This design comes from an exercise in tuning for small area, a short achievable clock period and few clock cycles on the open sky130 flow, not from production work. Only simulation tests tie the RTL to the original design; equivalence was not proved. No activity file was given, so power comes from the tool's default toggle rates.

==> v22 <==
==> flow/design.v (excerpt) <==
module rv_core_top (
    input  logic                  clk,
    input  logic                  rst_n_i,
    input  logic [32-1:0]   inst_i,
    output logic [32-1:0]   pc_o,
    output logic                  wb_valid_o,
    output logic [5-1:0] wb_rd_o,
    output logic [32-1:0]   wb_data_o
);
export LEC_CHECK = 0
export CAP_MARGIN = 20
export CORE_MARGIN = 2
export CORE_UTILIZATION = 40
export CTS_CLUSTER_DIAMETER = 100
export CTS_CLUSTER_SIZE = 25
export SETUP_SLACK_MARGIN = 2.0
export SLEW_MARGIN = 20
export SYNTH_HIERARCHICAL = 1
export SYNTH_MINIMUM_KEEP_SIZE = 0
export TNS_END_PERCENT = 0
create_clock -name core_clock -period 5.0 [get_ports {clk}]
standard.sh (not shown) runs the stock make flow with config.mk's settings and CLKGATE_MAP_FILE= SYNTH_SCRIPT=/design/flow/synth_recipe.tcl, a recipe that flattens the netlist after the stock synthesis.
==> flow/flow/run.sh <==
#!/bin/bash
set -euo pipefail
export BUFFER_PORTS_ARGS="-buffer_cell sky130_fd_sc_hd__buf_4"
bash standard.sh > standard_flow.log 2>&1
==> v19 (differences from v22) <==
--- a/flow/design.v
+++ b/flow/design.v
@@ -58,14 +58,27 @@
         .g_i  (g ),
         .p_i  (p ),
         .gg_o (gg)
     );
     assign low_o  = {gg[11], p[11:1] ^ gg[10:0], p[0]};
     assign sign_o = off[12];
 endmodule
+module pc_reg (
+    input  logic                clk,
+    input  logic                rst_n_i,
+    input  logic [32-1:0] d_i,
+    output logic [32-1:0] q_o
+);
+    always_ff @(posedge clk or negedge rst_n_i) begin
+        if (!rst_n_i)
+            q_o <= 32'h0000_0000;
+        else
+            q_o <= d_i;
+    end
+endmodule
 module alu_ao3 (
     input  logic s0, d0, s1, d1, s2, d2,
     output logic y
 );
     assign y = (s0 & d0) | (s1 & d1) | (s2 & d2);
 endmodule
 module fetch_pred (
@@ -106,14 +119,15 @@
     input  logic [32-1:0] inst_i,
     output logic [32-1:0] pc_o,
     output logic                pred_o,      
     output logic                jal_long_o,  
     output logic [32-1:0] alt_o        
 );
     logic [32-1:0]  pc_q;
+    logic [32-1:0]  pc_c;         
     logic [32-1:0]  pc_next;
     logic [32-1:0]  pc_inc;
     logic [12:0]          low;
     logic                 sign;
     logic [32-13:0] hi_p1;
     logic [32-13:0] hi_m1;
     logic n_m1;
@@ -130,21 +144,21 @@
         .n_hi_o     (n_hi      ),
         .n_inc_o    (n_inc     ),
         .a_m1_o     (a_m1      ),
         .a_hi_o     (a_hi      ),
         .a_inc_o    (a_inc     )
     );
     pc_incs u_pc_incs (
-        .pc_i     (pc_q  ),
+        .pc_i     (pc_c  ),
         .pc_inc_o (pc_inc),
         .hi_p1_o  (hi_p1 ),
         .hi_m1_o  (hi_m1 )
     );
     pc_lo_add u_pc_lo_add (
-        .pc_i   (pc_q[11:0]),
+        .pc_i   (pc_c[11:0]),
         .inst_i (inst_i    ),
         .low_o  (low       ),
         .sign_o (sign      )
     );
     logic [32-1:0]  n0;
     logic [32-1:0]  n1;
     logic [32-1:0]  a0;
@@ -171,20 +185,16 @@
         end else begin : g_hi
             g_mux2 u_f (.s(low[12]), .a1(n1[i]), .a0(n0[i]), .y(fetch_next[i]));
             assign alt_o[i] = low[12] ? a1[i] : a0[i];
         end
         g_mux2 u_n (.s(redirect_i), .a1(redirect_pc_i[i]), .a0(fetch_next[i]), .y(pc_next[i]));
     end
     assign pc_o    = pc_q;
-    always_ff @(posedge clk or negedge rst_n_i) begin
-        if (!rst_n_i)
-            pc_q <= 32'h0000_0000;
-        else
-            pc_q <= pc_next;
-    end
+    pc_reg u_pc   (.clk(clk), .rst_n_i(rst_n_i), .d_i(pc_next), .q_o(pc_q));
+    pc_reg u_pc_c (.clk(clk), .rst_n_i(rst_n_i), .d_i(pc_next), .q_o(pc_c));
 endmodule
 `timescale 1ns/100ps
 import isa_pkg::*;
 import core_pkg::*;
 module inst_decoder (
     input  logic [32-1:0]   inst_i,
     output logic [5-1:0] rs1_o,
@@ -434,32 +444,32 @@
     output logic                  ex_jal_o,
     output logic                  ex_jal_long_o,
     output logic                  ex_r_eq_o,    
     output logic                  ex_r_ne_o,    
     output logic [32-1:0]   ex_a_o,
     output logic [32-1:0]   ex_b_o,
     output logic [32-1:0]   ex_alt_o,
-    output logic [3:0]            ex_a_wb_o,    
-    output logic [3:0]            ex_b_wbp_o,   
-    output logic [3:0]            ex_b_wbn_o,   
-    output logic [3:0]            ex_b_oth_o    
+    output logic [7:0]            ex_a_wb_o,    
+    output logic [7:0]            ex_b_wbp_o,   
+    output logic [7:0]            ex_b_wbn_o,   
+    output logic [7:0]            ex_b_oth_o    
 );
     logic                a_wb;
     logic                b_wb;
     logic                sel_rf_a;
     logic                sel_rf_b;
     logic [32-1:0] a_alt;
     logic [32-1:0] b_alt;
     logic [32-1:0] a_val;
     logic [32-1:0] b_val;
     assign sel_rf_a = !is_jal_i && !(wb_wen_i && rs1_i == wb_rd_i);
     assign sel_rf_b = !is_jal_i && !is_opi_i && !(wb_wen_i && rs2_i == wb_rd_i);
     assign a_alt    = is_jal_i ? pc_i : wb_data_i;
     assign b_alt    = is_opi_i ? imm_i_i : (is_jal_i ? imm_j_i : wb_data_i);
-    for (genvar k = 0; k < 4; k++) begin : g_sel
+    for (genvar k = 0; k < 8; k++) begin : g_sel
         sel_reg u_sel (
             .clk (clk),
             .d_i ({a_wb, b_wb && !alu_i.sub, b_wb && alu_i.sub, !b_wb}),
             .q_o ({ex_a_wb_o[k], ex_b_wbp_o[k], ex_b_wbn_o[k], ex_b_oth_o[k]})
         );
     end
     for (genvar i = 0; i < 32; i++) begin : g_opnd
@@ -673,18 +683,18 @@
     input  logic                  ex_jal_i,
     input  logic                  ex_jal_long_i,
     input  logic                  ex_r_eq_i,
     input  logic                  ex_r_ne_i,
     input  logic [32-1:0]   ex_a_i,
     input  logic [32-1:0]   ex_b_i,
     input  logic [32-1:0]   ex_alt_i,
-    input  logic [3:0]            ex_a_wb_i,    
-    input  logic [3:0]            ex_b_wbp_i,
-    input  logic [3:0]            ex_b_wbn_i,
-    input  logic [3:0]            ex_b_oth_i,
+    input  logic [7:0]            ex_a_wb_i,    
+    input  logic [7:0]            ex_b_wbp_i,
+    input  logic [7:0]            ex_b_wbn_i,
+    input  logic [7:0]            ex_b_oth_i,
     output logic                  redirect_o,
     output logic [32-1:0]   redirect_pc_o,
     output logic                  flush_o,
     output logic                  ex_fwd_en_o,
     output logic                  wb_valid_o,
     output logic [5-1:0] wb_rd_o,
     output logic [32-1:0]   wb_result_o
@@ -699,31 +709,32 @@
     logic [32-1:0] s;
     logic [32-1:0] res;
     logic [32-2:0] cn;            
     logic [32-1:0] jt_q;          
     logic                jl_pend_q;
     logic                jl_now;
     logic                redirect_now;
+    logic                redirect_fl;
     logic                lt;
     logic                eq;
     logic                r_if_eq;
     logic                r_if_ne;
     assign cg = ex_alu_i.land || ex_alu_i.lor;
     assign cp = ex_alu_i.lor || ex_alu_i.lxor;
     for (genvar i = 0; i < 32; i++) begin : g_bit
         alu_bit #(.CIN(i == 0)) u_bit (
             .wb_i    (byp[i]        ),
             .xa_i    (ex_a_i[i]     ),
             .xb_i    (ex_b_i[i]     ),
             .alt_i   (ex_alt_i[i]   ),
             .cin_i   (ex_alu_i.sub  ),
-            .a_wb_i  (ex_a_wb_i[i/8] ),
-            .b_wbp_i (ex_b_wbp_i[i/8]),
-            .b_wbn_i (ex_b_wbn_i[i/8]),
-            .b_oth_i (ex_b_oth_i[i/8]),
+            .a_wb_i  (ex_a_wb_i[i/4] ),
+            .b_wbp_i (ex_b_wbp_i[i/4]),
+            .b_wbn_i (ex_b_wbn_i[i/4]),
+            .b_oth_i (ex_b_oth_i[i/4]),
             .cg_i    (cg            ),
             .cp_i    (cp            ),
             .link_i  (ex_alu_i.link ),
             .a_o     (a[i]          ),
             .g_o     (g[i]          ),
             .p_o     (p[i]          ),
             .oth_o   (oth[i]        )
@@ -748,16 +759,17 @@
     assign lt     = p[32-1] ? cn[32-2] : a[32-1];
     assign res[0] = ex_alu_i.slt ? lt : (ex_alu_i.sum ? s[0] : oth[0]);
     zero32 u_eq (.p_i(p), .z_o(eq));
     assign jl_now        = ex_valid_i && ex_jal_long_i;
     assign r_if_eq       = (ex_valid_i && ex_r_eq_i) || jl_pend_q;
     assign r_if_ne       = (ex_valid_i && ex_r_ne_i) || jl_pend_q;
     g_mux2 u_redirect (.s(eq), .a1(r_if_eq), .a0(r_if_ne), .y(redirect_o));
+    g_mux2 u_redir_fl (.s(eq), .a1(r_if_eq), .a0(r_if_ne), .y(redirect_fl));
     assign redirect_pc_o = jl_pend_q ? jt_q : ex_alt_i;
-    assign flush_o       = redirect_o || jl_now;
+    assign flush_o       = redirect_fl || jl_now;
     assign ex_fwd_en_o   = ex_valid_i && ex_wen_i;
     always_ff @(posedge clk or negedge rst_n_i) begin
         if (!rst_n_i) begin
             wb_valid_o <= 1'b0;
             jl_pend_q  <= 1'b0;
         end else begin
             wb_valid_o <= ex_fwd_en_o;
@@ -811,18 +823,18 @@
     logic                  ex_jal;
     logic                  ex_jal_long;
     logic                  ex_r_eq;
     logic                  ex_r_ne;
     logic [32-1:0]   ex_a;
     logic [32-1:0]   ex_b;
     logic [32-1:0]   ex_alt;
-    logic [3:0]            ex_a_wb;
-    logic [3:0]            ex_b_wbp;
-    logic [3:0]            ex_b_wbn;
-    logic [3:0]            ex_b_oth;
+    logic [7:0]            ex_a_wb;
+    logic [7:0]            ex_b_wbp;
+    logic [7:0]            ex_b_wbn;
+    logic [7:0]            ex_b_oth;
     logic                  ex_fwd_en;
     fetch_unit u_fetch_unit (
         .clk           (clk         ),
         .rst_n_i       (rst_n_i     ),
         .redirect_i    (redirect    ),
         .redirect_pc_i (redirect_pc ),
         .inst_i        (inst_i      ),
==> comparison <==
Against v22, the register-to-register slack of v19 is better by 0.07 ns.
In v22 the routed wire length is higher than in v19, by about 2.2%.
Against v22, the synthesized area of v19 is higher by 1.8%.
Of v22 and v19, v19 has the higher sequential power (gap about 3%, measured against v19).
In v19 the first-iteration DRC count is smaller than in v22, by 13%.
Of v19 and v22, v19 has the higher sequential share of layout area (gap 0.75 points).
Of v19 and v22, v22 has the higher count of clock-buffer cells in the layout (gap 2).
Against v22, the global-route usage of v19 is lower by 1.0 points.
Of v19 and v22, v19 has the higher flip-flop and latch count (gap 48).
Of v19 and v22, v19 has the higher total power (gap 3.8%, measured against v22).
Testbench counts of v22, summed over its fixed seeds: cycles 41,846.
Testbench counts of v19, summed over its fixed seeds: cycles 41,846.

afterwards: timing with drivers on the ports:
The results above use ideal ports. As a check the final layouts listed here were re-extracted and re-timed, cells and wires unchanged.
Step 1: set_driving_cell puts a clkbuf_16 on clk and a buf_2 on each other input, an assumption about the parent block.
Step 2, shift: input delay + t, output delay - t, t = (earliest + latest rising clock arrival at the registers) / 2. This alone moves slack from input paths to output paths.
Slacks: ideal ports / drivers / drivers and shift; pairs: ideal ports / drivers.
| run | t (ns) | slack for setup (ns) | latest minus earliest clock arrival (ns) |
|---|---|---|---|
| v22 | 0.807 | 1.684 / 1.684 / 0.966 | 0.045 / 0.044 |
| v19 | 0.764 | 1.659 / 1.678 / 0.914 | 0.036 / 0.036 |
After both steps every run listed still meets setup and hold. For v19, which loses most, drivers alone change the setup slack by +0.019 ns; drivers and shift together by -0.745 ns.
